Context: an optimization exercise on an open-source flow, tuned for small area, a short achievable clock period and few clock cycles per item. The choices shown serve that exercise and are no tape-out recipe. Only simulation tests tie the RTL to the original design; equivalence was not proved. Power and IR drop assume default switching activity.

==> flow/design.v <==
package fusion_pkg;
  typedef enum logic [1:0] {
    MODE_TRUNC    = 2'd0,
    MODE_ROUND    = 2'd1,
    MODE_PASS_NEW = 2'd2,
    MODE_PASS_OLD = 2'd3
  } mode_e;
  function automatic int beats_per_frame(input int image_dim, input int pixels_per_beat);
    beats_per_frame = (image_dim * image_dim) / pixels_per_beat;
  endfunction
  function automatic int cnt_width(input int n);
    cnt_width = (n > 1) ? $clog2(n) : 1;
  endfunction
endpackage
module fusion_lane
(
  input  logic       clk,
  input  logic       en,           
  input  logic       frc_one,      
  input  logic       frc_zero,     
  input  logic       c_half,       
  input  logic       c_pass,       
  input  logic       sel_y,        
  input  logic       sel_x,        
  input  logic       pass2,        
  input  logic [7:0] x_in,
  input  logic [7:0] y_in,
  input  logic [7:0] d_in,
  output logic [7:0] fused
);
  logic [7:0] deff;
  logic [7:0] pp0, pp1, pp2, pp3, pp4, pp5, pp6, pp7;
  logic [15:0] row_a, row_b, sum;
  logic [7:0] blend;
  logic s1, c2, s3, c4, s5, c6, s7, c8, s9, c10, s11, c12, s13, c14, s15, c16, s17, c18, s19, c20, s21, c22, s23, c24, s25, c26, s27, c28, s29, c30, s31, c32, s33, c34, s35, c36, s37, c38, s39, c40, s41, c42, s43, c44, s45, c46, s47, c48, s49, c50, s51, c52, s53, c54, s55, c56, s57, c58, s59, c60, s61, c62, s63, c64, s65, c66, s67, c68, s69, c70, s71, c72, s73, c74, s102, c103, s104, c105, s106, c107, s108, c109, s110, c111, s112, c113;
  logic r75, r76, r77, r78, r79, r80, r81, r82, r83, r84, r85, r86, r87, r88, r89, r90, r91, r92, r93, r94, r95, r96, r97, r98, r99, r100, r101;
  assign deff = d_in;
  assign pp0 = deff[0] ? y_in : x_in;
  assign pp1 = deff[1] ? y_in : x_in;
  assign pp2 = deff[2] ? y_in : x_in;
  assign pp3 = deff[3] ? y_in : x_in;
  assign pp4 = deff[4] ? y_in : x_in;
  assign pp5 = deff[5] ? y_in : x_in;
  assign pp6 = deff[6] ? y_in : x_in;
  assign pp7 = deff[7] ? y_in : x_in;
  logic pass1;
  logic [7:0] v;
  assign pass1 = sel_x | sel_y;
  assign v = sel_x ? x_in : y_in;
  assign s1 = pp0[6] ^ pp1[5];
  assign c2 = pp0[6] & pp1[5];
  assign s3 = (c_half ^ pp0[7]) ^ pp1[6];
  assign c4 = (c_half & pp0[7]) | (pp1[6] & (c_half ^ pp0[7]));
  assign s5 = (pp2[5] ^ pp3[4]) ^ pp4[3];
  assign c6 = (pp2[5] & pp3[4]) | (pp4[3] & (pp2[5] ^ pp3[4]));
  assign s7 = pp5[2] ^ pp6[1];
  assign c8 = pp5[2] & pp6[1];
  assign s9 = (pp1[7] ^ pp2[6]) ^ pp3[5];
  assign c10 = (pp1[7] & pp2[6]) | (pp3[5] & (pp1[7] ^ pp2[6]));
  assign s11 = (pp4[4] ^ pp5[3]) ^ pp6[2];
  assign c12 = (pp4[4] & pp5[3]) | (pp6[2] & (pp4[4] ^ pp5[3]));
  assign s13 = (pp2[7] ^ pp3[6]) ^ pp4[5];
  assign c14 = (pp2[7] & pp3[6]) | (pp4[5] & (pp2[7] ^ pp3[6]));
  assign s15 = pp0[4] ^ pp1[3];
  assign c16 = pp0[4] & pp1[3];
  assign s17 = (pp0[5] ^ pp1[4]) ^ pp2[3];
  assign c18 = (pp0[5] & pp1[4]) | (pp2[3] & (pp0[5] ^ pp1[4]));
  assign s19 = pp3[2] ^ pp4[1];
  assign c20 = pp3[2] & pp4[1];
  assign s21 = (pp2[4] ^ pp3[3]) ^ pp4[2];
  assign c22 = (pp2[4] & pp3[3]) | (pp4[2] & (pp2[4] ^ pp3[3]));
  assign s23 = (pp5[1] ^ pp6[0]) ^ s1;
  assign c24 = (pp5[1] & pp6[0]) | (s1 & (pp5[1] ^ pp6[0]));
  assign s25 = (pp7[0] ^ c2) ^ s7;
  assign c26 = (pp7[0] & c2) | (s7 & (pp7[0] ^ c2));
  assign s27 = s3 ^ s5;
  assign c28 = s3 & s5;
  assign s29 = (pp7[1] ^ c8) ^ c4;
  assign c30 = (pp7[1] & c8) | (c4 & (pp7[1] ^ c8));
  assign s31 = (c6 ^ s9) ^ s11;
  assign c32 = (c6 & s9) | (s11 & (c6 ^ s9));
  assign s33 = (pp5[4] ^ pp6[3]) ^ pp7[2];
  assign c34 = (pp5[4] & pp6[3]) | (pp7[2] & (pp5[4] ^ pp6[3]));
  assign s35 = (c10 ^ c12) ^ s13;
  assign c36 = (c10 & c12) | (s13 & (c10 ^ c12));
  assign s37 = (pp3[7] ^ pp4[6]) ^ pp5[5];
  assign c38 = (pp3[7] & pp4[6]) | (pp5[5] & (pp3[7] ^ pp4[6]));
  assign s39 = (pp6[4] ^ pp7[3]) ^ c14;
  assign c40 = (pp6[4] & pp7[3]) | (c14 & (pp6[4] ^ pp7[3]));
  assign s41 = (pp4[7] ^ pp5[6]) ^ pp6[5];
  assign c42 = (pp4[7] & pp5[6]) | (pp6[5] & (pp4[7] ^ pp5[6]));
  assign s43 = pp0[3] ^ pp1[2];
  assign c44 = pp0[3] & pp1[2];
  assign s45 = (pp2[2] ^ pp3[1]) ^ pp4[0];
  assign c46 = (pp2[2] & pp3[1]) | (pp4[0] & (pp2[2] ^ pp3[1]));
  assign s47 = (pp5[0] ^ c16) ^ s19;
  assign c48 = (pp5[0] & c16) | (s19 & (pp5[0] ^ c16));
  assign s49 = (c20 ^ c18) ^ s21;
  assign c50 = (c20 & c18) | (s21 & (c20 ^ c18));
  assign s51 = (c22 ^ c24) ^ s25;
  assign c52 = (c22 & c24) | (s25 & (c22 ^ c24));
  assign s53 = (c26 ^ c28) ^ s29;
  assign c54 = (c26 & c28) | (s29 & (c26 ^ c28));
  assign s55 = (s33 ^ c30) ^ c32;
  assign c56 = (s33 & c30) | (c32 & (s33 ^ c30));
  assign s57 = (c34 ^ s37) ^ c36;
  assign c58 = (c34 & s37) | (c36 & (c34 ^ s37));
  assign s59 = (pp7[4] ^ c38) ^ s41;
  assign c60 = (pp7[4] & c38) | (s41 & (pp7[4] ^ c38));
  assign s61 = (pp5[7] ^ pp6[6]) ^ pp7[5];
  assign c62 = (pp5[7] & pp6[6]) | (pp7[5] & (pp5[7] ^ pp6[6]));
  assign s63 = (pp0[2] ^ pp1[1]) ^ pp2[0];
  assign c64 = (pp0[2] & pp1[1]) | (pp2[0] & (pp0[2] ^ pp1[1]));
  assign s65 = (pp2[1] ^ pp3[0]) ^ s43;
  assign c66 = (pp2[1] & pp3[0]) | (s43 & (pp2[1] ^ pp3[0]));
  assign s67 = (c44 ^ s15) ^ s45;
  assign c68 = (c44 & s15) | (s45 & (c44 ^ s15));
  assign s69 = (c46 ^ s17) ^ s47;
  assign c70 = (c46 & s17) | (s47 & (c46 ^ s17));
  assign s71 = (c42 ^ s61) ^ c60;
  assign c72 = (c42 & s61) | (c60 & (c42 ^ s61));
  assign s73 = (pp6[7] ^ pp7[6]) ^ c62;
  assign c74 = (pp6[7] & pp7[6]) | (c62 & (pp6[7] ^ pp7[6]));
  logic [5:0] low_sum;
  assign low_sum = {1'b0, c66, c64, s63, pp0[1], pp0[0]} + {1'b0, s67, s65, 1'b0, pp1[0], 1'b0};
  assign s102 = (r77 ^ r78) ^ r79;
  assign c103 = (r77 & r78) | (r79 & (r77 ^ r78));
  assign s104 = (r81 ^ r82) ^ r83;
  assign c105 = (r81 & r82) | (r83 & (r81 ^ r82));
  assign s106 = (r84 ^ r85) ^ r86;
  assign c107 = (r84 & r85) | (r86 & (r84 ^ r85));
  assign s108 = (r87 ^ r88) ^ r89;
  assign c109 = (r87 & r88) | (r89 & (r87 ^ r88));
  assign s110 = (r90 ^ r91) ^ r92;
  assign c111 = (r90 & r91) | (r92 & (r90 ^ r91));
  assign s112 = (r93 ^ r94) ^ r95;
  assign c113 = (r93 & r94) | (r95 & (r93 ^ r94));
  assign row_a = {1'b0, r99, r97, c113, c111, c109, c107, c105, c103, s102, r75, 1'b0, 1'b0, 1'b0, 1'b0, 1'b0};
  assign row_b = {1'b0, r100, r98, r96, s112, s110, s108, s106, s104, r80, r76, 1'b0, 1'b0, 1'b0, 1'b0, 1'b0};
  logic [11:0] sum_hi;
  assign sum_hi = {row_a[15:5], 1'b1} + {row_b[15:5], r101};
  assign sum = {sum_hi[11:1], 5'b0};
  assign blend = sum[15:8];
  always_ff @(posedge clk) begin
    if (en) begin
      r75 <= pass1 ? v[0] : c68;
      r76 <= s69;
      r77 <= pass1 ? v[1] : c48;
      r78 <= s49;
      r79 <= pass1 ? v[2] : s23;
      r80 <= c70;
      r81 <= pass1 ? v[3] : c50;
      r82 <= s51;
      r83 <= pass1 ? v[4] : s27;
      r84 <= c52;
      r85 <= s53;
      r86 <= s31;
      r87 <= c54;
      r88 <= s55;
      r89 <= s35;
      r90 <= c56;
      r91 <= s57;
      r92 <= s39;
      r93 <= c58;
      r94 <= s59;
      r95 <= pass1 ? v[5] : c40;
      r96 <= s71;
      r97 <= c72;
      r98 <= s73;
      r99 <= pass1 ? v[6] : pp7[7];
      r100 <= pass1 ? v[7] : c74;
      r101 <= low_sum[5];
    end
  end
  logic [7:0] res;
  assign res = pass2 ? {r100, r99, r95, r83, r81, r79, r77, r75} : blend;
  always_ff @(posedge clk)
    if (en) fused <= res;
endmodule
module fusion_blend_v2
#(
  parameter int PIXELS_PER_BEAT = 16,
  parameter int PIX_W           = 8,
  parameter int WGT_W           = 8,
  parameter int IMAGE_DIM       = 512
) (
  input  logic                             clk,
  input  logic                             rst,
  input  logic [1:0]                       mode,
  input  logic                             in_valid,
  output logic                             in_ready,
  input  logic [PIX_W*PIXELS_PER_BEAT-1:0] old_frame,
  input  logic [PIX_W*PIXELS_PER_BEAT-1:0] new_frame,
  input  logic [WGT_W*PIXELS_PER_BEAT-1:0] weight,
  output logic                             out_valid,
  input  logic                             out_ready,
  output logic [PIX_W*PIXELS_PER_BEAT-1:0] fused_frame,
  output logic                             out_last,
  output logic                             frame_done
);
  localparam int BPF   = fusion_pkg::beats_per_frame(IMAGE_DIM, PIXELS_PER_BEAT);
  localparam int CNT_W = fusion_pkg::cnt_width(BPF);
  localparam logic [CNT_W-1:0] LAST_IDX = CNT_W'(BPF - 1);
  localparam int NST = 2;    
  localparam bit PASSMUX = 1;
  logic             en, acc, out_hs, first_beat, is_last, hold0;
  logic             mode_ok_q, mode_ok_d, first_q, first_d, hold0_q;
  logic [NST-1:0]   v_q, last_q;
  logic             done_q;
  logic [CNT_W-1:0] cnt_q;
  assign en     = !v_q[NST-1] || out_ready;
  assign out_hs = v_q[NST-1] && out_ready;
  assign is_last = (cnt_q == LAST_IDX);
  assign first_beat = first_q;
  assign hold0      = hold0_q;
  assign in_ready   = en && !hold0;
  assign acc        = in_valid && in_ready;
  always_comb begin
    first_d   = first_q;
    mode_ok_d = mode_ok_q;
    if (in_valid && hold0) mode_ok_d = 1'b1;
    if (acc) begin
      first_d = is_last;
      if (first_beat) mode_ok_d = 1'b0;
    end
  end
  always_ff @(posedge clk) begin
    if (rst) begin
      mode_ok_q <= 1'b0;
      first_q   <= 1'b1;
      hold0_q   <= 1'b1;
      cnt_q     <= '0;
      v_q       <= '0;
      done_q    <= 1'b0;
    end else begin
      mode_ok_q <= mode_ok_d;
      first_q   <= first_d;
      hold0_q   <= first_d && !mode_ok_d;
      if (acc) cnt_q <= is_last ? '0 : cnt_q + CNT_W'(1);
      if (en) v_q <= NST'({v_q, in_valid && !hold0});
      done_q <= out_hs && last_q[NST-1];
    end
  end
  always_ff @(posedge clk)
    if (en) last_q <= NST'({last_q, is_last});
  logic p_new, p_old, c_half, c_pass, frc_one, frc_zero, sel_x, sel_y;
  always_ff @(posedge clk) begin
    if (rst) begin
      p_new    <= 1'b0;
      p_old    <= 1'b0;
      c_half   <= 1'b0;
      c_pass   <= 1'b0;
    end else if (in_valid && hold0) begin
      p_new    <= (mode == 2'd2);
      p_old    <= (mode == 2'd3);
      c_half   <= PASSMUX ? (mode == 2'd1) : (mode != 2'd0);
      c_pass   <= !PASSMUX && mode[1];
    end
  end
  assign frc_one  = !PASSMUX && p_new;
  assign frc_zero = !PASSMUX && p_old;
  assign sel_y    = PASSMUX && p_new;
  assign sel_x    = PASSMUX && p_old;
  logic pass2_q;
  always_ff @(posedge clk)
    if (en) pass2_q <= p_new || p_old;
  for (genvar i = 0; i < PIXELS_PER_BEAT; i++) begin : g_lane
    fusion_lane u_lane (
      .clk      (clk),
      .en       (en),
      .frc_one  (frc_one),
      .frc_zero (frc_zero),
      .c_half   (c_half),
      .c_pass   (c_pass),
      .sel_y    (sel_y),
      .sel_x    (sel_x),
      .pass2    (pass2_q),
      .x_in     (old_frame[i*PIX_W +: PIX_W]),
      .y_in     (new_frame[i*PIX_W +: PIX_W]),
      .d_in     (weight[i*WGT_W +: WGT_W]),
      .fused    (fused_frame[i*PIX_W +: PIX_W])
    );
  end
  assign out_valid  = v_q[NST-1];
  assign out_last   = last_q[NST-1];
  assign frame_done = done_q;
endmodule
==> flow/flow/run.sh <==
#!/bin/bash
# Own layout flow: the standard layout (standard.sh, unchanged synthesis and steps), with
# the port buffers that global placement inserts made plain buffers instead of the default
# delay-buffer cell. Every input and output port still gets its own buffer.
set -euo pipefail
export BUFFER_PORTS_ARGS="-buffer_cell sky130_fd_sc_hd__buf_2"
bash standard.sh > standard.log 2>&1
==> flow/standard.sh <==
#!/bin/bash
# synth_recipe.tcl (not shown) runs the flow's synth.tcl, then flattens the netlist and writes it again
# the make line also repeats each setting of config.mk as NAME=value (left out here)
make -C /OpenROAD-flow-scripts/flow DESIGN_CONFIG=/design/flow/config.mk WORK_HOME=/design/flow/orfs CLKGATE_MAP_FILE= SYNTH_SCRIPT=/design/flow/synth_recipe.tcl "${@:-finish}"
==> flow/config.mk <==
export PLATFORM = sky130hd
export DESIGN_NAME = fusion_blend_v2
export DESIGN_NICKNAME = fusion_blend_v2
export VERILOG_FILES = /design/flow/design.v
export SDC_FILE = /design/flow/constraint.sdc
export NUM_CORES = 4
export LEC_CHECK = 0
export CAP_MARGIN = 20
export CORE_MARGIN = 2
export CORE_UTILIZATION = 65
export CTS_BUF_LIST = sky130_fd_sc_hd__clkbuf_8
export CTS_CLUSTER_SIZE = 30
export PLACE_DENSITY = 0.72
export SETUP_SLACK_MARGIN = 2.6
export SLEW_MARGIN = 20
==> flow/constraint.sdc <==
create_clock -name core_clock -period 5.5 [get_ports {clk}]
set_input_delay 1.1000 -clock core_clock [delete_from_list [all_inputs] [get_ports {clk}]]
set_output_delay 1.1000 -clock core_clock [all_outputs]
set_load 0.01 [all_outputs]
==> reports/metrics.yaml, run 1 <==
global_route:
  grt_pass1_wl_mm: 202
  grt_pass1_vias: 37000
  grt_use_total_pct: 29.8
  antenna_found_initial: 68
  grt_max_degree: 180
  grt_overflow: 0
synthesis:
  synth_cell_types: 61
  synth_edf_count: 563
  synth_area_sq_um: 55000
  synth_top_family_by_area: "adder cells"
  synth_warnings: 2
  postSynth.asyncResetShare_pct: 0
  synth_compound_area_share_pct: 5.44
  synth.area.mux_share_pct: 21.7
  avgSynthCellArea_sq_um: 11.5
  synthAdderAreaFrac_pct: 28.1
  netlist_instances: 4802
  ys.flop_type: "edfxtp_1"
  yosysSeqAreaShare_pct: 31.6
  synth_xor_area_share_pct: 1.43
  yosys.area_share.simple_pct: 4.29
  synth_nets: 6073
  ys_ff_latch: 586
route:
  wl_per_cell_um: 20.3
  drc: 0
  drt_pre_antenna_iters: 5
  wl_mm: 128
  viasPerCell: 5.69
  drt_iter0_drc: 1904
  vias: 36000
  ant_nets: 0
die:
  dieArea_sq_um: 86900
  chipWidth_um: 295
  die_y_um: 295
  coreArea_sq_um: 83700
  rows: 106
  io_pins: 522
  initial_core_util_pct: 65.7
placed_design:
  portBuffers: 521
  placed_cell_area_sq_um: 58000
  dp_hpwl_mm: 95.9
  place_ws_ns: 2.03
  gp_congestion: 0.911
sta:
  max_freq_mhz: 351
  setup_ws_ns: 2.65
  grt_setup_unrepaired: "true"
  timing.final.crit_share_pct: 51.8
  timing.slew.headroom_pct: 28.5
  hold_viol_final: 0
  tightestPinTransition_ns: 1.07
  setup_tns_ns: 0
  fin_skew_ns: 0.0351
  layout_min_cycle_time_ns: 2.85
  slew_viol_final: 0
  setup_viol: 0
cells_and_area:
  syn2layout_area_growth_pct: 9.92
  utilization_pct: 72.2
  fin_area_sq_um: 60400
  largest_reg_flops: 128
  multi_input_area_sq_um: 34100
  regArea_sq_um: 17400
  largest_register: "g_lane.u_lane.fused"
  drive_above_1_share_pct: 24.7
  num-nets-final: 6309
  fillCellCount: 6115
worst_setup_path:
  crit_chain: "fa_1 -> ha_4 -> a21o_1 -> or4_4 -> a2bb2oi_4 -> and3_1 -> a2111o_1"
  crit_fanout: 4
  crit_arrival_ns: 3.32
  slowest_stage: "fa_1"
  crit_family: "adder cells"
  cp_data_required_time_ns: 5.97
  critPathMaxStageDelay_ns: 0.60
  end_kind: "flip-flop"
  crit_path_start_kind: "flip-flop"
  worstSetupPathType: "flip-flop to flip-flop"
  cp_num_buf_inv: 0
run_status:
  status: "no timing/DRC/antenna violations"
power:
  p_leak_nw: 27.1
  pwr_density_cell_nw_per_um2: 457
  ir_drop_mv: 0.375
  power_mw: 27.6
clock_network:
  cts_buffer_depth: 3
  clock_latency_ns: 0.72
  cts_hold_buf: 0
  tritoncts: "built"
  root_buffer: "clkbuf_8"
  cts_buffers: 103
  cts.clk_slew.worst_paths_ns: 0.06
  htree_levels: 3
  clock_sinks: 586
job:
  max_cap_violations: 0
hold_path:
  hp-class: "flip-flop to flip-flop"
-- through the flow --
stage	instances	hold WS, ns
2_1_floorplan	4802	0.400
3_3_place_gp	6054	0.410
3_5_place_dp	6054	0.407
4_1_cts	6249	0.427
5_1_grt	6307	0.424
6_report	6320	0.424
-- report_power, final --
part | internal (mW) | total (mW) | switching (mW)
sequential | 7.65 | 8.48 | 0.837
combinational | 6.73 | 15.1 | 8.34
clock | 2.18 | 4.10 | 1.91
total | 16.6 | 27.6 | 11.1
-- layout by cell type, fill, tap and decap left out, drive strengths merged, types with 9 or more instances in the layout --
cell and instances:
a21o 29, a21oi 57, nand2 281, dfxtp 23, buf 546, diode 61
fa 592, o31ai 21, ha 289, bufinv 9, clkbuf 103, clkinv 53
o211ai 9, nand3 14, nand2b 26, o21bai 16, mux2i 615, a211oi 24
nor3 54, o21ai 278, xor2 38, o21a 16, mux2 514, edfxtp 563
nor2 95, or3 9, nor2b 9, inv 684, xnor2 52
-- cells by family after synthesis --
family / count (synthesis)
AO/OA/AOI/OAI: 501
XOR/XNOR: 90
adder cells (fa/ha/maj): 881
buffers and inverters: 1078
flip-flops: 586
multiplexers: 1129
AND/OR/NAND/NOR: 537
-- path summary, 6_finish.rpt --
check                  startpoint                         to  slack [ns]  depth (start not counted)
max          g_lane[6].u_lane.r93  g_lane[6].u_lane.fused[6]        2.65                          7
min                     last_q[0]                  last_q[1]        0.42                          0
max reg2reg  g_lane[6].u_lane.r93  g_lane[6].u_lane.fused[6]        2.65                          7
min reg2reg             last_q[0]                  last_q[1]        0.42                          0
-- synthesized netlist by cell type, types with 3 or more instances --
cell type | count | area [sq um]
a2111oi_0 | 3 | 26.3
a211oi_1 | 23 | 173
a21boi_0 | 6 | 45.0
a21o_1 | 29 | 218
a21oi_1 | 57 | 285
a221oi_1 | 6 | 52.6
a22oi_1 | 4 | 30.0
a2bb2oi_1 | 3 | 26.3
a31oi_1 | 8 | 50.1
and2_1 | 6 | 37.5
and3_1 | 7 | 43.8
buf_1 | 23 | 86.3
buf_2 | 5 | 25.0
clkbuf_1 | 373 | 1400
clkbuf_2 | 14 | 70.1
dfxtp_1 | 23 | 460
edfxtp_1 | 563 | 16900
fa_1 | 592 | 11900
ha_1 | 289 | 3620
inv_1 | 663 | 2490
mux2_2 | 514 | 5790
mux2i_1 | 615 | 6160
nand2_1 | 281 | 1050
nand2b_1 | 26 | 163
nand3_1 | 14 | 70.1
nand4_1 | 6 | 37.5
nor2_1 | 95 | 357
nor2b_1 | 9 | 56.3
nor3_1 | 54 | 270
nor3b_1 | 5 | 37.5
nor4_1 | 7 | 43.8
o2111ai_1 | 6 | 52.6
o211ai_1 | 9 | 67.6
o21a_1 | 16 | 120
o21ai_0 | 273 | 1370
o21ai_1 | 5 | 25.0
o21bai_1 | 16 | 120
o31ai_1 | 20 | 150
or2_1 | 3 | 18.8
or2_2 | 5 | 31.3
or3_1 | 9 | 56.3
or4_1 | 5 | 37.5
xnor2_1 | 52 | 455
xor2_1 | 38 | 333
-- layout make-up --
cell class,count,area share [%]
diodes,61,0.253
clock buffers,103,2.35
clock inverters,89,1.05
inverters,663,4.12
multi-input cells,3138,56.4
flip-flops and latches,586,28.7
well taps,1134,2.35
repair buffers,546,4.75
-- metal layers --
layer / global-route usage (%) / vias to the layer above / part of all wire (%)
li1: - / 16800 / -
met1: 40.0 / 17900 / 42
met2: 48.0 / 940 / 48
met3: 5.04 / 269 / 5.8
met4: 12.8 / 28 / 3.9
met5: 0 / - / 0.15
-- what timing repair did --
| action | 4_1_cts | 5_1_grt |
|---|---|---|
| pin swaps | 6 | 13 |
| buffers inserted | 3 | 10 |
| endpoints found under the hold margin | 0 | 0 |
| resized for setup | 9 | 32 |
| endpoints found under the setup margin | 11 | 27 |
Testbench counts, summed over its fixed seeds: cycles 65,548, items 65,536.
==> run 2, diff against run 1 <==
--- a/flow/config.mk
+++ b/flow/config.mk
@@ -8,8 +8,8 @@
 export CAP_MARGIN = 20
 export CORE_MARGIN = 2
 export CORE_UTILIZATION = 65
-export CTS_BUF_LIST = sky130_fd_sc_hd__clkbuf_8
-export CTS_CLUSTER_SIZE = 30
+export CTS_BUF_LIST = sky130_fd_sc_hd__clkbuf_4
+export CTS_CLUSTER_SIZE = 40
 export PLACE_DENSITY = 0.72
 export SETUP_SLACK_MARGIN = 2.6
 export SLEW_MARGIN = 20
==> run 2 against run 1 <==
- sequential power barely moved
- sequential share of layout area barely moved
- utilization hardly changed
- critical endpoint is now g_lane[8].u_lane.fused[6]
- largest power group unchanged
- highest routed layer unchanged
==> reports/metrics.yaml, run 2 <==
clock_network:
  htree_levels: 4  # +1
  root_buffer: "clkbuf_4"
  cts.clk_slew.worst_paths_ns: 0.06  # about the same
  clock_latency_ns: 1.04  # +0.32 ns
  tritoncts: "built"
  cts_buffers: 159  # +54%
  clock_sinks: 586  # unchanged
  cts_buffer_depth: 3  # unchanged
route:
  routed-wl-met3_mm: 7.98  # +6.3%
  viasPerCell: 5.67  # -0.33%
  wl_mm: 129  # about the same
  wl_met1_mm: 53.6  # -0.49%
  met2_length_mm: 62.0  # +0.29%
  drt_pre_antenna_iters: 5  # unchanged
  wl_per_cell_um: 20.1  # -1.2%
  drc: 0  # unchanged
  ant_nets: 0  # unchanged
  topRoutingLayerUsed: "met5"
  drt_iter0_drc: 1961  # +3.0%
  vias: 36300  # +0.95%
synthesis:
  synth_area_sq_um: 55000  # unchanged
  synth_top_family_by_area: "adder cells"
  yosysMostFrequentCell: "inv_1"
  avgSynthCellArea_sq_um: 11.5  # unchanged
  synth_warnings: 2  # unchanged
  postSynth.asyncResetShare_pct: 0  # unchanged
  ys_ff_latch: 586  # unchanged
  yosys.area_share.simple_pct: 4.29  # unchanged
  synth_area_leaders: "edfxtp_1, fa_1, mux2i_1, mux2_2, ha_1"
  synthAdderAreaFrac_pct: 28.1  # unchanged
  synth_edf_count: 563  # unchanged
  ys.flop_type: "edfxtp_1"
  synth_cell_types: 61  # unchanged
  synth_nets: 6073  # unchanged
  synth.area.mux_share_pct: 21.7  # unchanged
  yosysTopAreaCell: "edfxtp_1"
  yosysSeqAreaShare_pct: 31.6  # unchanged
  yosys-top-cells-count: "inv_1, mux2i_1, fa_1"
  synth_xor_area_share_pct: 1.43  # unchanged
  synth_top_area_share_pct: 30.7  # unchanged
  synth_compound_area_share_pct: 5.44  # unchanged
  netlist_instances: 4802  # unchanged
worst_setup_path:
  worstSetupPathType: "flip-flop to flip-flop"
  crit_arrival_ns: 3.62  # +0.30 ns
  cp-endpoint: "g_lane[8].u_lane.fused[6]"
  worst_r2r_path_depth: 7  # unchanged
  end_kind: "flip-flop"
  r2r_slack_ns: 2.65  # about the same
  r2r_start: "g_lane[8].u_lane.r94"
  crit_fanout: 4  # unchanged
  r2r_end: "g_lane[8].u_lane.fused[6]"
  crit_path_start_kind: "flip-flop"
  setup.worst_path.start: "g_lane[8].u_lane.r94"
  cp_data_required_time_ns: 6.27  # +0.30 ns
sta:
  fin_skew_ns: 0.0793  # +0.0443 ns
  max_freq_mhz: 350  # -0.19%
  slew_viol_final: 0  # unchanged
  layout_min_cycle_time_ns: 2.85  # +0.00530 ns
  setup_viol: 0  # unchanged
  tightestPinTransition_ns: 1.07  # -0.00101 ns
  hold_viol_final: 0  # unchanged
  timing.slew.headroom_pct: 28.6  # +0.067 points
  timing.final.crit_share_pct: 51.9  # +0.096 points
  grt_setup_unrepaired: "true"
die:
  io_pins: 522  # unchanged
  die_y_um: 295  # unchanged
  chipWidth_um: 295  # unchanged
  initial_core_util_pct: 65.7  # unchanged
  coreArea_sq_um: 83700  # unchanged
  dieArea_sq_um: 86900  # unchanged
  rows: 106  # unchanged
job:
  max_cap_violations: 0  # unchanged
cells_and_area:
  drive_above_1_share_pct: 26.4  # +1.7 points
  mostFrequentLayoutCell: "inv_1"
  largest_register: "g_lane.u_lane.fused"
  num-nets-final: 6366  # +0.90%
  fin_area_sq_um: 60400  # about the same
  layout_common_cells: "inv_1, mux2i_1, fa_1"
  syn2layout_area_growth_pct: 9.90  # about the same
  largest_reg_flops: 128  # unchanged
power:
  p_leak_nw: 27.2  # +0.23%
  pwr_density_cell_nw_per_um2: 455  # -0.58%
  power_mw: 27.5  # -0.59%
  ir_drop_mv: 0.350  # -6.7%
hold_path:
  hp-class: "input pin to flip-flop"
global_route:
  antenna_found_initial: 70  # +2.9%
  grt_use_total_pct: 29.9  # +0.19 points
  grt_pass1_wl_mm: 203  # +0.20%
  grt_max_degree: 180  # unchanged
  grt_overflow: 0  # unchanged
  grt_pass1_vias: 37600  # +1.6%
run_status:
  status: "no timing/DRC/antenna violations"
placed_design:
  portBuffers: 521  # unchanged
  gp_congestion: 0.911  # unchanged
  dp_hpwl_mm: 95.9  # unchanged
  placed_cell_area_sq_um: 58000  # unchanged
## run 2: power breakdown
group	internal [mW]	switching (mW)
clock network	2.06	1.87
logic	6.74	8.32
registers	7.64	0.839
## run 2: cells by family (layout without fill, tap and decap cells)
family,count (synthesis),after routing
AO/OA/AOI/OAI,501,501
XOR/XNOR,90,90
adder cells (fa/ha/maj),881,881
buffers and inverters,1078,1477
flip-flops,586,586
multiplexers,1129,1129
other,0,66
AND/OR/NAND/NOR,537,537
## run 2: worst min-delay path by stage
stage	start	end	slack [ns]	cells past startpoint
6_report	mode[1]	p_old	0.40	3
5_1_grt	mode[1]	p_old	0.32	3
4_1_cts	mode[1]	p_old	0.27	3
3_5_place_dp	last_q[0]	last_q[1]	0.41	0
3_3_place_gp	last_q[0]	last_q[1]	0.41	0
2_1_floorplan	last_q[0]	last_q[1]	0.40	0
## run 2: critical path, stage by stage (launching register included)
cell and delay (ns):
edfxtp_1 0.40, fa_1 0.60, ha_4 0.23, a21o_1 0.19, or4_4 0.43, a2bb2oi_4 0.18
and3_1 0.17, a2111o_1 0.39
## run 2: repair_timing
action	CTS	global route
hold buffers	0	0
gates resized for setup	14	32
setup endpoints to repair	12	30
pin swaps	7	15
buffers inserted	5	9
## run 2: final cells by class
class,count,area [sq um]
well taps,1134,1420
flip-flops and latches,586,17400
fillers,6122,23300
repair buffers,547,2890
clock buffers,218,1640
inverters,663,2490
diodes,66,165
multi-input cells,3138,34100
clock inverters,49,354
## run 2: per-stage QoR
step / hold WS, ns / setup slack (ns) / TNS, ns / instances / util (%)
after CTS: 0.269 / 2.53 / 0 / 6326 / 71.7
after global placement: 0.410 / 2.09 / 0 / 6054 / 69.3
final: 0.398 / 2.65 / 0 / 6401 / 72.2
after global routing: 0.320 / 2.52 / 0 / 6386 / 72.2
after detailed placement: 0.407 / 2.03 / 0 / 6054 / 69.3
after floorplan: 0.400 / -5.18 / -2681.47 / 4802 / -
## run 2: metal layers
layer / global-route usage [%] / vias up
met1: 39.6 / 18000
met2: 47.7 / 934
met4: 13.9 / 26
li1: - / 17000
met3: 6.28 / 277
met5: 0 / -
==> run 3, diff against run 2 <==
--- a/flow/config.mk
+++ b/flow/config.mk
@@ -8,8 +8,6 @@
 export CAP_MARGIN = 20
 export CORE_MARGIN = 2
 export CORE_UTILIZATION = 65
-export CTS_BUF_LIST = sky130_fd_sc_hd__clkbuf_4
-export CTS_CLUSTER_SIZE = 40
 export PLACE_DENSITY = 0.72
 export SETUP_SLACK_MARGIN = 2.6
 export SLEW_MARGIN = 20
==> run 3 against run 2 <==
- sequential share of layout area down 0.13 points
- sequential power about the same
- utilization up 0.31 points
- register-to-register slack about the same
- clock skew down 0.048 ns
- combinational power about the same
- total power up 2.8%
- die area unchanged
- clock power up 16%
- final cell count down 2.3%
- non-clock buffer count down 2
==> reports/metrics.yaml, run 3 <==
run_status:
  status: "no timing/DRC/antenna violations"
synthesis:
  yosysTopAreaCell: "edfxtp_1"
  synth_cell_types: 61  # unchanged
  synth_area_sq_um: 55000  # unchanged
  synth_area_leaders: "edfxtp_1, fa_1, mux2i_1, mux2_2, ha_1"
  ys_ff_latch: 586  # unchanged
  postSynth.asyncResetShare_pct: 0  # unchanged
  synth_nets: 6073  # unchanged
  yosysSeqAreaShare_pct: 31.6  # unchanged
  yosys-top-cells-count: "inv_1, mux2i_1, fa_1"
  netlist_instances: 4802  # unchanged
  yosysMostFrequentCell: "inv_1"
  avgSynthCellArea_sq_um: 11.5  # unchanged
  ys.flop_type: "edfxtp_1"
  synth_edf_count: 563  # unchanged
  synth_warnings: 2  # unchanged
  synth_top_area_share_pct: 30.7  # unchanged
sta:
  timing.slew.headroom_pct: 28.5  # -0.12 points
  hold_viol_final: 0  # unchanged
  slew_viol_final: 0  # unchanged
  setup_viol: 0  # unchanged
  fin_skew_ns: 0.0311  # -0.0483 ns
  grt_setup_unrepaired: "false"
  max_freq_mhz: 350  # -0.11%
  layout_min_cycle_time_ns: 2.86  # +0.00321 ns
  tightestPinTransition_ns: 1.07  # +0.00178 ns
  timing.final.crit_share_pct: 52.0  # +0.058 points
cells_and_area:
  largest_reg_flops: 128  # unchanged
  num-nets-final: 6276  # -1.4%
  largest_register: "g_lane.u_lane.fused"
  fin_area_sq_um: 60700  # +0.42%
  instances_no_fill: 6256  # -2.3%
  syn2layout_area_growth_pct: 10.4
  mostFrequentLayoutCell: "inv_1"
  layout_common_cells: "inv_1, mux2i_1, fa_1"
  utilization_pct: 72.5  # +0.31 points
  drive_above_1_share_pct: 24.3  # -2.0 points
worst_setup_path:
  crit_arrival_ns: 3.19  # -0.43 ns
  r2r_slack_ns: 2.64  # about the same
  crit_fanout: 4  # unchanged
  crit_chain: "fa_1 -> ha_4 -> a21o_1 -> or4_4 -> a2bb2oi_4 -> and3_1 -> a2111o_1"
  slowest_stage: "fa_1"
  end_kind: "flip-flop"
  crit_family: "adder cells"
  cp_data_required_time_ns: 5.83  # -0.44 ns
  r2r_start: "g_lane[8].u_lane.r94"
  cp_num_buf_inv: 0  # unchanged
  worstSetupPathType: "flip-flop to flip-flop"
  worst_r2r_path_depth: 7  # unchanged
  critPathMaxStageDelay_ns: 0.60  # about the same
  crit_path_start_kind: "flip-flop"
  r2r_end: "g_lane[8].u_lane.fused[6]"
route:
  wl_mm: 129  # +0.12%
  topRoutingLayerUsed: "met5"
  drt_pre_antenna_iters: 5  # unchanged
  vias: 35900  # -1.2%
  routed-wl-met3_mm: 7.49  # -6.1%
  wl_per_cell_um: 20.6  # +2.4%
  met2_length_mm: 62.1  # +0.17%
  drc: 0  # unchanged
  wl_met1_mm: 54.0  # +0.62%
  viasPerCell: 5.73  # +1.1%
  drt_iter0_drc: 1988  # +1.4%
  ant_nets: 0  # unchanged
hold_path:
  hp-class: "flip-flop to flip-flop"
  min_path_cells: 0  # -3
  whs_endpoint: "last_q[1]"
  min-delay-start: "last_q[0]"
die:
  chipWidth_um: 295  # unchanged
  coreArea_sq_um: 83700  # unchanged
  dieArea_sq_um: 86900  # unchanged
  die_y_um: 295  # unchanged
  rows: 106  # unchanged
  initial_core_util_pct: 65.7  # unchanged
  io_pins: 522  # unchanged
clock_network:
  clock_sinks: 586  # unchanged
  cts_buffer_depth: 3  # unchanged
  cts_buffers: 71  # -55%
  root_buffer: "clkbuf_16"
  clock_latency_ns: 0.62  # -0.42 ns
  htree_levels: 3  # -1
  cts.clk_slew.worst_paths_ns: 0.06  # about the same
  cts_hold_buf: 0  # unchanged
  tritoncts: "built"
placed_design:
  gp_congestion: 0.911  # unchanged
  portBuffers: 521  # unchanged
  dpl.cell_count: 6054  # unchanged
  placed_cell_area_sq_um: 58000  # unchanged
  dp_hpwl_mm: 95.9  # unchanged
power:
  ir_drop_mv: 0.364  # +3.9%
  p_leak_nw: 27.1  # -0.32%
  power_mw: 28.3  # +2.8%
  pwr_density_cell_nw_per_um2: 466  # +2.4%
global_route:
  grt_use_total_pct: 29.8  # -0.19 points
  antenna_found_initial: 71  # +1.4%
  grt_pass1_wl_mm: 202  # -0.33%
  grt_pass1_vias: 36900  # -1.8%
  grt_max_degree: 180  # unchanged
  grt_overflow: 0  # unchanged
job:
  max_cap_violations: 0  # unchanged
run 3: cell counts after synthesis:
No cell type changed its count.
run 3: power by group:
group	internal [mW]	total, mW	switching, mW	leakage, nW
combinational	6.79	15.2	8.39	19.8
clock	2.69	4.59	1.90	1.09
sequential	7.65	8.49	0.838	6.21
total	17.1	28.3	11.1	27.1
run 3: layer usage:
metal | vias up | track usage, %
met4 | 28 | 13.7
met1 | 17900 | 40.0
li1 | 16800 | -
met2 | 914 | 47.8
met3 | 264 | 4.80
met5 | - | 0
run 3: area by class of cell:
type,count,area [sq um]
clock buffers,87,1900
multi-input cells,3138,34100
diodes,65,163
repair buffers,545,2870
fillers,6022,23000
flip-flops and latches,586,17400
inverters,663,2490
clock inverters,38,338
well taps,1134,1420
run 3: per-stage QoR:
stage	setup TNS, ns	setup WS, ns	hold slack, ns
global route	0	2.55	0.425
floorplan	-2681.47	-5.18	0.400
CTS	0	2.53	0.426
global placement	0	2.09	0.410
finish	0	2.64	0.426
detailed placement	0	2.03	0.407
run 3: worst register-to-register path: cells and delay by family, from the launching register on:
family,cells,cell delay [ns]
flip-flops,1,0.40
AND/OR/NAND/NOR,2,0.61
adder cells (fa/ha/maj),2,0.83
AO/OA/AOI/OAI,3,0.76
run 3: worst max-delay path by stage:
stage	cells after the start	from	slack (ns)	to
floorplan	7	out_ready	-5.18	hold0_q
finish	7	g_lane[8].u_lane.r94	2.64	g_lane[8].u_lane.fused[6]
detailed placement	9	weight[50]	2.03	g_lane[6].u_lane.r101
global route	11	g_lane[13].u_lane.r77	2.55	g_lane[13].u_lane.fused[6]
CTS	10	g_lane[14].u_lane.r79	2.53	g_lane[14].u_lane.fused[6]
global placement	9	weight[74]	2.09	g_lane[9].u_lane.r101
run 3: kinds of logic (layout without fill, tap and decap cells):
group	Yosys count	count (layout)	synth area share (%)
AO/OA/AOI/OAI	501	501	5.44
XOR/XNOR	90	90	1.43
adder cells (fa/ha/maj)	881	881	28.1
buffers and inverters	1078	1333	7.40
flip-flops	586	586	31.6
multiplexers	1129	1129	21.7
other	0	65	0
AND/OR/NAND/NOR	537	537	4.29
run 3: repair_timing:
item / 4_1_cts / 5_1_grt
setup endpoints to repair: 12 / 27
endpoints found under the hold margin: 0 / 0
pin swaps: 7 / 15
resized for setup: 10 / 41
buffers inserted: 3 / 9
==> run 4, diff against run 3 <==
--- a/flow/config.mk
+++ b/flow/config.mk
@@ -7,7 +7,9 @@
 export LEC_CHECK = 0
 export CAP_MARGIN = 20
 export CORE_MARGIN = 2
-export CORE_UTILIZATION = 65
-export PLACE_DENSITY = 0.72
-export SETUP_SLACK_MARGIN = 2.6
+export CORE_UTILIZATION = 70
+export CTS_BUF_LIST = sky130_fd_sc_hd__clkbuf_8
+export CTS_CLUSTER_SIZE = 30
+export PLACE_DENSITY = 0.76
+export SETUP_SLACK_MARGIN = 2.7
 export SLEW_MARGIN = 20
==> run 4 against run 3 <==
- still clean
- register-to-register slack improved by 0.03 ns
- global-route usage increased by 2.1 points
- sequential cell count is the same
- worst setup slack better by 0.030 ns
- critical path depth up 1
- clock-buffer cell count grew 15
- total power is 0.89% lower
- combinational power up 3%
- final cell count down 0.50%
- utilization is 5.4 points higher
- clock power is 16% lower
- die area shrank 7.0%
==> reports/metrics.yaml, run 4 <==
die:
  dieArea_sq_um: 80800  # -7.0%
  initial_core_util_pct: 70.9  # +5.2 points
  io_pins: 522  # unchanged
  chipWidth_um: 284  # -3.6%
  rows: 102  # -3.8%
  coreArea_sq_um: 77600  # -7.3%
  die_y_um: 284  # -3.6%
route:
  routed-wl-met3_mm: 8.48  # +13%
  wl_met1_mm: 51.8  # -3.9%
  ant_nets: 0  # unchanged
  met2_length_mm: 62.3  # +0.30%
  wl_per_cell_um: 20.5  # -0.31%
  viasPerCell: 5.82  # +1.6%
  vias: 36300  # +1.1%
  drt_iter0_drc: 2331  # +17%
  drc: 0  # unchanged
  topRoutingLayerUsed: "met5"
  drt_pre_antenna_iters: 6  # +1
  wl_mm: 128  # -0.81%
hold_path:
  whs_endpoint: "last_q[1]"
  min_path_cells: 0  # unchanged
  hp-class: "flip-flop to flip-flop"
  min-delay-start: "last_q[0]"
placed_design:
  placed_cell_area_sq_um: 57800  # -0.22%
  dp_hpwl_mm: 95.1  # -0.84%
  gp_congestion: 0.897  # -1.6%
  portBuffers: 521  # unchanged
  dpl.cell_count: 5959  # -1.6%
synthesis:
  ys.flop_type: "edfxtp_1"
  netlist_instances: 4802  # unchanged
  synth_edf_count: 563  # unchanged
  ys_ff_latch: 586  # unchanged
  synth_warnings: 2  # unchanged
  yosysSeqAreaShare_pct: 31.6  # unchanged
  yosys-top-cells-count: "inv_1, mux2i_1, fa_1"
  synth_nets: 6073  # unchanged
  yosysTopAreaCell: "edfxtp_1"
  avgSynthCellArea_sq_um: 11.5  # unchanged
  synth_top_area_share_pct: 30.7  # unchanged
  synth_area_leaders: "edfxtp_1, fa_1, mux2i_1, mux2_2, ha_1"
  postSynth.asyncResetShare_pct: 0  # unchanged
  synth_area_sq_um: 55000  # unchanged
  yosysMostFrequentCell: "inv_1"
  synth_cell_types: 61  # unchanged
worst_setup_path:
  crit_arrival_ns: 3.25  # +0.06 ns
  crit_path_start_kind: "flip-flop"
  crit_fanout: 4  # unchanged
  r2r_start: "g_lane[8].u_lane.r89"
  r2r_slack_ns: 2.67  # +0.03 ns
  worstSetupPathType: "flip-flop to flip-flop"
  end_kind: "flip-flop"
  setup.worst_path.start: "g_lane[8].u_lane.r89"
  cp_data_required_time_ns: 5.92  # +0.09 ns
  r2r_end: "g_lane[8].u_lane.fused[7]"
  worst_r2r_path_depth: 8  # +1
clock_network:
  clock_latency_ns: 0.71  # +0.09 ns
  cts.clk_slew.worst_paths_ns: 0.07  # about the same
  cts_buffer_depth: 3  # unchanged
  tritoncts: "built"
  root_buffer: "clkbuf_8"
  cts_hold_buf: 0  # unchanged
  htree_levels: 3  # unchanged
  clock_sinks: 586  # unchanged
  cts_buffers: 101  # +42%
sta:
  max_freq_mhz: 354  # +1.1%
  timing.final.crit_share_pct: 51.4  # -0.55 points
  timing.slew.headroom_pct: 33.4  # +4.9 points
  grt_setup_unrepaired: "true"
  fin_skew_ns: 0.0275  # -0.00358 ns
  slew_viol_final: 0  # unchanged
  hold_viol_final: 0  # unchanged
  layout_min_cycle_time_ns: 2.83  # -0.0303 ns
  tightestPinTransition_ns: 1.00  # -0.0737 ns
  setup_viol: 0  # unchanged
global_route:
  grt_pass1_vias: 37800  # +2.4%
  grt_use_total_pct: 31.9  # +2.1 points
  grt_max_degree: 192  # +6.7%
  grt_pass1_wl_mm: 204  # +1.1%
  grt_overflow: 0  # unchanged
  antenna_found_initial: 71  # unchanged
power:
  p_leak_nw: 27.1  # +0.12%
  ir_drop_mv: 0.265  # -27%
  pwr_density_cell_nw_per_um2: 463  # -0.51%
  power_mw: 28.0  # -0.89%
cells_and_area:
  largest_reg_flops: 128  # unchanged
  fillCellCount: 5200  # -14%
  layout_common_cells: "inv_1, mux2i_1, fa_1"
  multi_input_area_sq_um: 34200  # +0.31%
  mostFrequentLayoutCell: "inv_1"
  fin_area_sq_um: 60500  # -0.38%
  largest_register: "g_lane.u_lane.fused"
  regArea_sq_um: 17400  # unchanged
  syn2layout_area_growth_pct: 9.95
  drive_above_1_share_pct: 25.5  # +1.2 points
  instances_no_fill: 6225  # -0.50%
  num-nets-final: 6320  # +0.70%
run_status:
  status: "no timing/DRC/antenna violations"
job:
  max_cap_violations: 0  # unchanged
-- run 4: critical path, stage by stage (launching register included) --
cell,delay [ns]
edfxtp_1,0.42
fa_1,0.63
ha_4,0.23
or2_1,0.25
and3_1,0.22
o21ai_2,0.20
a2bb2oi_4,0.11
a2111oi_2,0.39
nor3_1,0.11
-- run 4: final cells by class --
class,count,share of cell area (%)
Sequential cell,586,28.7
Multi-Input combinational cell,3138,56.6
Antenna cell,59,0.244
Timing Repair Buffer,559,4.94
Clock buffer,102,2.32
Inverter,663,4.12
Clock inverter,78,0.850
Tap cell,1040,2.15
-- run 4: through the flow --
step | setup TNS (ns) | setup WS (ns) | utilization (%) | hold slack, ns
2_1_floorplan | -2681.47 | -5.18 | - | 0.400
3_3_place_gp | 0 | 2.10 | 74.5 | 0.408
3_5_place_dp | 0 | 2.04 | 74.5 | 0.412
4_1_cts | 0 | 2.55 | 77.3 | 0.413
5_1_grt | 0 | 2.57 | 77.9 | 0.424
6_report | 0 | 2.67 | 77.9 | 0.412
-- run 4: how the worst max path moves through the flow --
| stage | endpoint | slack (ns) | depth (start not counted) |
|---|---|---|---|
| final | g_lane[8].u_lane.fused[7] | 2.67 | 8 |
| after floorplan | hold0_q | -5.18 | 7 |
| after detailed placement | g_lane[9].u_lane.r101 | 2.04 | 9 |
| after global placement | g_lane[9].u_lane.r101 | 2.10 | 9 |
| after global routing | g_lane[13].u_lane.fused[3] | 2.57 | 11 |
| after CTS | g_lane[14].u_lane.fused[6] | 2.55 | 10 |
-- run 4: logic make-up (layout without fill, tap and decap cells) --
family | after synthesis | after routing | share of synthesized area (%)
compound gates | 501 | 501 | 5.44
xor+xnor | 90 | 90 | 1.43
fa+ha+maj | 881 | 881 | 28.1
buf+inv | 1078 | 1402 | 7.40
flops | 586 | 586 | 31.6
mux | 1129 | 1129 | 21.7
other cells | 0 | 59 | 0
simple gates | 537 | 537 | 4.29
-- run 4: timing repair --
| action | in CTS | in global routing |
|---|---|---|
| endpoints found under the hold margin | 0 | 0 |
| endpoints found under the setup margin | 27 | 48 |
| pin swaps | 15 | 22 |
| buffers inserted | 12 | 15 |
| gates resized for setup | 34 | 55 |
-- run 4: routing by layer --
| layer | vias to the layer above | GRT usage, % |
|---|---|---|
| li1 | 16900 | - |
| met1 | 18000 | 41.9 |
| met2 | 1067 | 52.1 |
| met3 | 282 | 6.30 |
| met4 | 34 | 13.4 |
| met5 | - | 0 |
-- run 4: power by group --
| group | internal (mW) | switching, mW |
|---|---|---|
| combinational | 7.06 | 8.58 |
| sequential | 7.65 | 0.871 |
| clock | 1.98 | 1.87 |
| total | 16.7 | 11.3 |
==> run 5, diff against run 4 <==
==> flow/config.mk (replaced) <==
export PLATFORM = sky130hd
export DESIGN_NAME = fusion_blend_v2
export DESIGN_NICKNAME = fusion_blend_v2
export VERILOG_FILES = /design/flow/design.v
export SDC_FILE = /design/flow/constraint.sdc
export NUM_CORES = 4
export LEC_CHECK = 0
export CAP_MARGIN = 5
export CORE_MARGIN = 2
export CORE_UTILIZATION = 70
export CTS_BUF_LIST = sky130_fd_sc_hd__clkbuf_8
export CTS_CLUSTER_SIZE = 30
export PLACE_DENSITY = 0.76
export SETUP_SLACK_MARGIN = 2.8
export SLEW_MARGIN = 5
==> run 5 against run 4 <==
- clock skew decreased by 0.0043 ns
- via count up 0.43%
- design area increased by 0.76%
- first-iteration DRC count is 0.51% lower
- total power rose by 2.1%
- fmax is 2.3% higher
- worst hold slack better by 0.0036 ns
- die area unchanged
- worst setup slack better by 0.064 ns
==> reports/metrics.yaml, run 5 <==
route:
  vias: 36400  # +0.43%
  drt_pre_antenna_iters: 8  # +2
  wl_per_cell_um: 20.6  # +0.69%
  wl_mm: 128  # +0.64%
  drt_iter0_drc: 2319  # -0.51%
  viasPerCell: 5.85  # +0.48%
  ant_nets: 0  # unchanged
  drc: 0  # unchanged
synthesis:
  synth_area_leaders: "edfxtp_1, fa_1, mux2i_1, mux2_2, ha_1"
  postSynth.asyncResetShare_pct: 0  # unchanged
  synth_warnings: 2  # unchanged
  avgSynthCellArea_sq_um: 11.5  # unchanged
  netlist_instances: 4802  # unchanged
  synth_edf_count: 563  # unchanged
  ys.flop_type: "edfxtp_1"
  synth_nets: 6073  # unchanged
  yosysTopAreaCell: "edfxtp_1"
  yosysMostFrequentCell: "inv_1"
  synth_area_sq_um: 55000  # unchanged
  yosys-top-cells-count: "inv_1, mux2i_1, fa_1"
  yosysSeqAreaShare_pct: 31.6  # unchanged
  synth_cell_types: 61  # unchanged
  ys_ff_latch: 586  # unchanged
  synth_top_area_share_pct: 30.7  # unchanged
global_route:
  grt_pass1_wl_mm: 205  # +0.19%
  grt_busiest_layer: "met2"
  grt_use_total_pct: 31.9  # +0.066 points
  grt_use_met2_pct: 52.3  # +0.18 points
  grt_pass1_vias: 37900  # +0.23%
  grtUsageMet1_pct: 41.8  # -0.042 points
  antenna_found_initial: 66  # -7.0%
  grt_overflow: 0  # unchanged
  grtUsageMet3_pct: 6.37  # +0.072 points
  grt_max_degree: 192  # unchanged
die:
  chipWidth_um: 284  # unchanged
  die_y_um: 284  # unchanged
  rows: 102  # unchanged
  dieArea_sq_um: 80800  # unchanged
  coreArea_sq_um: 77600  # unchanged
  initial_core_util_pct: 70.9  # unchanged
  io_pins: 522  # unchanged
sta:
  max_freq_mhz: 362  # +2.3%
  grt_setup_unrepaired: "true"
  slew_viol_final: 0  # unchanged
  setup_tns_ns: 0  # unchanged
  setup_viol: 0  # unchanged
  timing.slew.headroom_pct: 22.4  # -11 points
  timing.final.crit_share_pct: 50.2  # -1.2 points
  layout_min_cycle_time_ns: 2.76  # -0.0635 ns
  setup_ws_ns: 2.74  # +0.0635 ns
  tightestPinTransition_ns: 1.16  # +0.164 ns
  hold-worst-slack_ns: 0.416  # +0.00361 ns
  hold_viol_final: 0  # unchanged
  fin_skew_ns: 0.0232  # -0.00427 ns
worst_setup_path:
  end_kind: "flip-flop"
  cp_data_required_time_ns: 5.95  # +0.03 ns
  cp_common_cell: "inv_2"
  crit_arrival_ns: 3.21  # -0.04 ns
  crit_fanout: 3  # -1
  setup.worst_path.start: "g_lane[13].u_lane.r77"
  slowest_stage: "fa_1"
  r2r_start: "g_lane[13].u_lane.r77"
  critPathMaxStageDelay_ns: 0.55  # -0.08 ns
  crit_path_start_kind: "flip-flop"
  worstSetupPathType: "flip-flop to flip-flop"
  crit_chain: "inv_2 -> fa_1 -> inv_2 -> ha_4 -> a211oi_2 -> nor2_2 -> o41a_1 -> a41o_1 -> a2111oi_2 -> nor2_1"
power:
  power_mw: 28.6  # +2.1%
  ir_drop_mv: 0.275  # +3.8%
  p_leak_nw: 27.2  # +0.43%
  pwr_density_cell_nw_per_um2: 470  # +1.4%
cells_and_area:
  multi_input_area_sq_um: 34500  # +0.62%
  num-nets-final: 6324  # +0.063%
  fillCellCount: 5092  # -2.1%
  mostFrequentLayoutCell: "inv_1"
  layout_common_cells: "inv_1, mux2i_1, fa_1"
  largest_reg_flops: 128  # unchanged
  regArea_sq_um: 17400  # unchanged
  drive_above_1_share_pct: 26.2  # +0.76 points
  fin_area_sq_um: 60900  # +0.76%
  syn2layout_area_growth_pct: 10.8
  largest_register: "g_lane.u_lane.fused"
placed_design:
  placed_cell_area_sq_um: 57800  # unchanged
  place_ws_ns: 2.04  # unchanged
  portBuffers: 521  # unchanged
  gp_congestion: 0.897  # unchanged
  dp_hpwl_mm: 95.1  # unchanged
clock_network:
  tritoncts: "built"
  clock_sinks: 586  # unchanged
  root_buffer: "clkbuf_8"
  clock_latency_ns: 0.71  # about the same
  cts_buffer_depth: 3  # unchanged
  htree_levels: 3  # unchanged
  cts.clk_slew.worst_paths_ns: 0.06  # about the same
  cts_hold_buf: 0  # unchanged
  cts_buffers: 101  # unchanged
job:
  max_cap_violations: 0  # unchanged
run_status:
  status: "no timing/DRC/antenna violations"
hold_path:
  min-delay-start: "last_q[0]"
  hp-class: "flip-flop to flip-flop"
## run 5: kinds of logic (layout without fill, tap and decap cells)
group / after synthesis / after routing / share of synthesized area, %
AOI/OAI and AO/OA: 501 / 501 / 5.44
xor gates and xnor gates: 90 / 90 / 1.43
adders and majority gates: 881 / 881 / 28.1
buffers and inverters: 1078 / 1406 / 7.40
DFF: 586 / 586 / 31.6
muxes: 1129 / 1129 / 21.7
other: 0 / 52 / 0
and+or+nand+nor: 537 / 537 / 4.29
## run 5: area by class of cell
type / instances / share of cell area [%]
Antenna cell: 52 / 0.214
Clock buffer: 102 / 2.30
Clock inverter: 78 / 0.844
Inverter: 663 / 4.10
Multi-Input combinational cell: 3138 / 56.6
Sequential cell: 586 / 28.5
Tap cell: 1040 / 2.14
Timing Repair Buffer: 563 / 5.34
## run 5: critical path: cells and delay by family (launching register included)
| kind | cells | cell delay (ns) |
|---|---|---|
| fa+ha+maj | 2 | 0.71 |
| flops | 1 | 0.38 |
| compound gates | 4 | 1.16 |
| buf+inv | 2 | 0.10 |
| simple gates | 2 | 0.16 |
## run 5: repair_timing
item / 4_1_cts / 5_1_grt
gates resized for setup: 61 / 211
buffers inserted: 16 / 15
pin swaps: 24 / 55
setup endpoints to repair: 63 / 125
## run 5: through the flow
step | util (%) | std cells
final | 78.5 | 6222
after global routing | 78.5 | 6210
after floorplan | - | 4802
after detailed placement | 74.5 | 5959
after global placement | 74.5 | 5959
after CTS | 77.5 | 6155
## run 5: power by group
| part | switching (mW) | internal, mW | total (mW) |
|---|---|---|---|
| clock network | 1.87 | 1.98 | 3.85 |
| registers | 0.876 | 7.65 | 8.53 |
| logic | 8.86 | 7.37 | 16.2 |
| total | 11.6 | 17.0 | 28.6 |
## run 5: final timing paths
kind / depth (start not counted) / end / slack, ns
min: 0 / last_q[1] / 0.42
max reg2reg: 10 / g_lane[13].u_lane.fused[7] / 2.74
min reg2reg: 0 / last_q[1] / 0.42
max: 10 / g_lane[13].u_lane.fused[7] / 2.74
## run 5: layer usage
layer	vias up	share of wire [%]
met3	283	6.4
met4	36	3.9
met1	18200	41
met5	-	0.19
met2	1054	49
li1	16900	-
==> run 6, diff against run 5 <==
--- a/flow/config.mk
+++ b/flow/config.mk
@@ -11,5 +11,5 @@
 export CTS_BUF_LIST = sky130_fd_sc_hd__clkbuf_8
 export CTS_CLUSTER_SIZE = 30
 export PLACE_DENSITY = 0.76
-export SETUP_SLACK_MARGIN = 2.8
+export SETUP_SLACK_MARGIN = 2.7
 export SLEW_MARGIN = 5
==> run 6 against run 5 <==
- still clean on timing, DRC and antenna
- final cell count is essentially flat
- clock-buffer cell count is the same
- critical path type unchanged
- first-iteration DRC count shrank 0.65%
- worst setup slack lost 0.0089 ns
- critical endpoint is now g_lane[8].u_lane.fused[7]
- synthesized cell count is the same
- area after synthesis is the same
- total power shrank 1.5%
==> reports/metrics.yaml, run 6 <==
global_route:
  antenna_found_initial: 71  # +7.6%
  grt_pass1_wl_mm: 204  # -0.19%
  grt_overflow: 0  # unchanged
  grt_use_total_pct: 31.9  # -0.066 points
  grt_pass1_vias: 37800  # -0.23%
  grt_max_degree: 192  # unchanged
worst_setup_path:
  r2r_start: "g_lane[8].u_lane.r94"
  r2r_slack_ns: 2.73  # about the same
  worstSetupPathType: "flip-flop to flip-flop"
  worst_r2r_path_depth: 7  # -3
  end_kind: "flip-flop"
  cp-endpoint: "g_lane[8].u_lane.fused[7]"
  crit_path_start_kind: "flip-flop"
  r2r_end: "g_lane[8].u_lane.fused[7]"
  setup.worst_path.start: "g_lane[8].u_lane.r94"
  crit_fanout: 4  # +1
  cp_data_required_time_ns: 5.92  # -0.03 ns
  crit_arrival_ns: 3.19  # -0.02 ns
clock_network:
  clock_sinks: 586  # unchanged
  htree_levels: 3  # unchanged
  cts_buffer_depth: 3  # unchanged
  root_buffer: "clkbuf_8"
  tritoncts: "built"
  clock_latency_ns: 0.71  # about the same
  cts.clk_slew.worst_paths_ns: 0.07  # about the same
  cts_buffers: 101  # unchanged
die:
  dieArea_sq_um: 80800  # unchanged
  io_pins: 522  # unchanged
  die_y_um: 284  # unchanged
  coreArea_sq_um: 77600  # unchanged
  rows: 102  # unchanged
  chipWidth_um: 284  # unchanged
  initial_core_util_pct: 70.9  # unchanged
synthesis:
  synth_edf_count: 563  # unchanged
  yosys-top-cells-count: "inv_1, mux2i_1, fa_1"
  synth_cell_types: 61  # unchanged
  synth_warnings: 2  # unchanged
  yosysSeqAreaShare_pct: 31.6  # unchanged
  ys.flop_type: "edfxtp_1"
  avgSynthCellArea_sq_um: 11.5  # unchanged
  synth_area_sq_um: 55000  # unchanged
  postSynth.asyncResetShare_pct: 0  # unchanged
  synth_area_leaders: "edfxtp_1, fa_1, mux2i_1, mux2_2, ha_1"
  yosysTopAreaCell: "edfxtp_1"
  synth_top_area_share_pct: 30.7  # unchanged
  ys_ff_latch: 586  # unchanged
  netlist_instances: 4802  # unchanged
  synth_nets: 6073  # unchanged
  yosysMostFrequentCell: "inv_1"
route:
  drt_iter0_drc: 2304  # -0.65%
  wl_mm: 128  # -0.40%
  drc: 0  # unchanged
  ant_nets: 0  # unchanged
  drt_pre_antenna_iters: 6  # -2
  wl_per_cell_um: 20.6  # -0.45%
  viasPerCell: 5.83  # -0.34%
  vias: 36300  # -0.29%
sta:
  timing.slew.headroom_pct: 25.1  # +2.7 points
  hold_viol_final: 0  # unchanged
  timing.final.crit_share_pct: 50.4  # +0.16 points
  setup_viol: 0  # unchanged
  setup_ws_ns: 2.73  # -0.00889 ns
  max_freq_mhz: 361  # -0.32%
  slew_viol_final: 0  # unchanged
  fin_skew_ns: 0.0299  # +0.00664 ns
  setup_tns_ns: 0  # unchanged
  layout_min_cycle_time_ns: 2.77  # +0.00889 ns
  tightestPinTransition_ns: 1.12  # -0.0403 ns
  grt_setup_unrepaired: "true"
cells_and_area:
  largest_register: "g_lane.u_lane.fused"
  layout_common_cells: "inv_1, mux2i_1, fa_1"
  largest_reg_flops: 128  # unchanged
  syn2layout_area_growth_pct: 10.1
  mostFrequentLayoutCell: "inv_1"
  num-nets-final: 6319  # -0.079%
  drive_above_1_share_pct: 25.6  # -0.60 points
hold_path:
  min-delay-start: "last_q[0]"
  hp-class: "flip-flop to flip-flop"
placed_design:
  place_ws_ns: 2.04  # unchanged
  dp_hpwl_mm: 95.1  # unchanged
  gp_congestion: 0.897  # unchanged
  portBuffers: 521  # unchanged
run_status:
  status: "no timing/DRC/antenna violations"
power:
  pwr_density_cell_nw_per_um2: 466  # -0.87%
  ir_drop_mv: 0.325  # +18%
  p_leak_nw: 27.1  # -0.42%
job:
  max_cap_violations: 0  # unchanged
==> run 6: cell counts after synthesis <==
Identical to the previous run, type by type.
==> run 6: kinds of logic (layout without fill, tap and decap cells) <==
group / count (synthesis) / after routing / synth area share (%)
fa+ha+maj: 881 / 881 / 28.1
flops: 586 / 586 / 31.6
xor+xnor: 90 / 90 / 1.43
other cells: 0 / 60 / 0
mux: 1129 / 1129 / 21.7
compound gates: 501 / 501 / 5.44
buf+inv: 1078 / 1401 / 7.40
simple gates: 537 / 537 / 4.29
==> run 6: worst min-delay path by stage <==
stage	endpoint	cells after the start	slack, ns
5_1_grt	last_q[1]	0	0.42
3_5_place_dp	last_q[1]	0	0.41
6_report	last_q[1]	0	0.41
3_3_place_gp	last_q[1]	0	0.41
4_1_cts	last_q[1]	0	0.41
2_1_floorplan	last_q[1]	0	0.40
==> run 6: final cells by class <==
type	instances	area, sq um
Antenna cell	60	150
Clock buffer	102	1400
Clock inverter	78	514
Fill cell	5179	17100
Inverter	663	2490
Multi-Input combinational cell	3138	34300
Sequential cell	586	17400
Tap cell	1040	1300
Timing Repair Buffer	558	2980
==> run 6: metal layers <==
layer	vias to the layer above	global-route usage [%]	part of all wire (%)
li1	16900	-	-
met1	18100	41.9	41
met2	1058	52.1	49
met3	279	6.30	6.5
met4	34	13.4	3.8
met5	-	0	0.18
==> run 6: stage by stage <==
| stage | util [%] | hold WS (ns) | std cells | power, mW | area [sq um] |
|---|---|---|---|---|---|
| 2_1_floorplan | - | 0.400 | 4802 | 19.0 | 56600 |
| 3_3_place_gp | 74.5 | 0.408 | 5959 | 22.4 | 57800 |
| 3_5_place_dp | 74.5 | 0.412 | 5959 | 23.0 | 57800 |
| 4_1_cts | 77.3 | 0.413 | 6151 | 27.4 | 60000 |
| 5_1_grt | 78.0 | 0.424 | 6211 | 30.6 | 60500 |
| 6_report | 78.0 | 0.413 | 6225 | 28.2 | 60500 |
==> run 6: power breakdown <==
group,internal (mW),total [mW],switching [mW]
logic,7.14,15.8,8.67
registers,7.65,8.52,0.869
clock network,1.98,3.85,1.87
==> run 6: worst max-delay path, cell delays in order, from the launching register on <==
cell and delay, ns:
edfxtp_1 0.39, fa_1 0.60, ha_4 0.22, a21o_1 0.19, or4_4 0.43, a2bb2oi_4 0.18
a2111oi_2 0.39, nor3_1 0.11
==> run 6: repair_timing <==
action,CTS,global route
setup buffers,12,14
setup endpoints to repair,27,49
gates resized for setup,34,71
pin swaps,15,26
hold buffers,0,0
gates cloned,0,0

==> port drivers added, routing unchanged <==
In the flow no input, the clock included, has a driving cell. The finished layouts below were timed again as built, in two steps.
Step 1, drivers: a clkbuf_16 drives clk and a buf_2 each remaining input, both assumed.
Step 2 moves the port delays by t, midway between the first and last clock arrival at a register: inputs arrive t later, outputs are due t later. That takes back most of the time a late clock gives input paths.
a / b / c = no drivers / after step 1 / after step 2; a / b = the first two.
run | t (ns) | setup slack, ns | latest minus earliest clock arrival (ns) | worst register clock-pin slew, ns | worst slew at a driven data input, ns
run 1 | 0.772 | 2.651 / 2.651 / 1.996 | 0.037 / 0.037 | 0.07 / 0.07 | 0.16
run 2 | 1.055 | 2.646 / 2.646 / 1.981 | 0.092 / 0.091 | 0.08 / 0.08 | 0.14
run 3 | 0.672 | 2.643 / 2.643 / 2.006 | 0.036 / 0.036 | 0.06 / 0.06 | 0.15
run 4 | 0.762 | 2.673 / 2.673 / 1.962 | 0.032 / 0.032 | 0.07 / 0.07 | 0.15
run 5 | 0.764 | 2.736 / 2.736 / 2.039 | 0.030 / 0.029 | 0.07 / 0.07 | 0.15
run 6 | 0.762 | 2.728 / 2.728 / 1.969 | 0.031 / 0.031 | 0.07 / 0.07 | 0.15
After both steps every run listed still meets setup and hold. For run 6, which loses most, drivers alone change the setup slack by 0.000 ns; drivers and shift together by -0.759 ns.
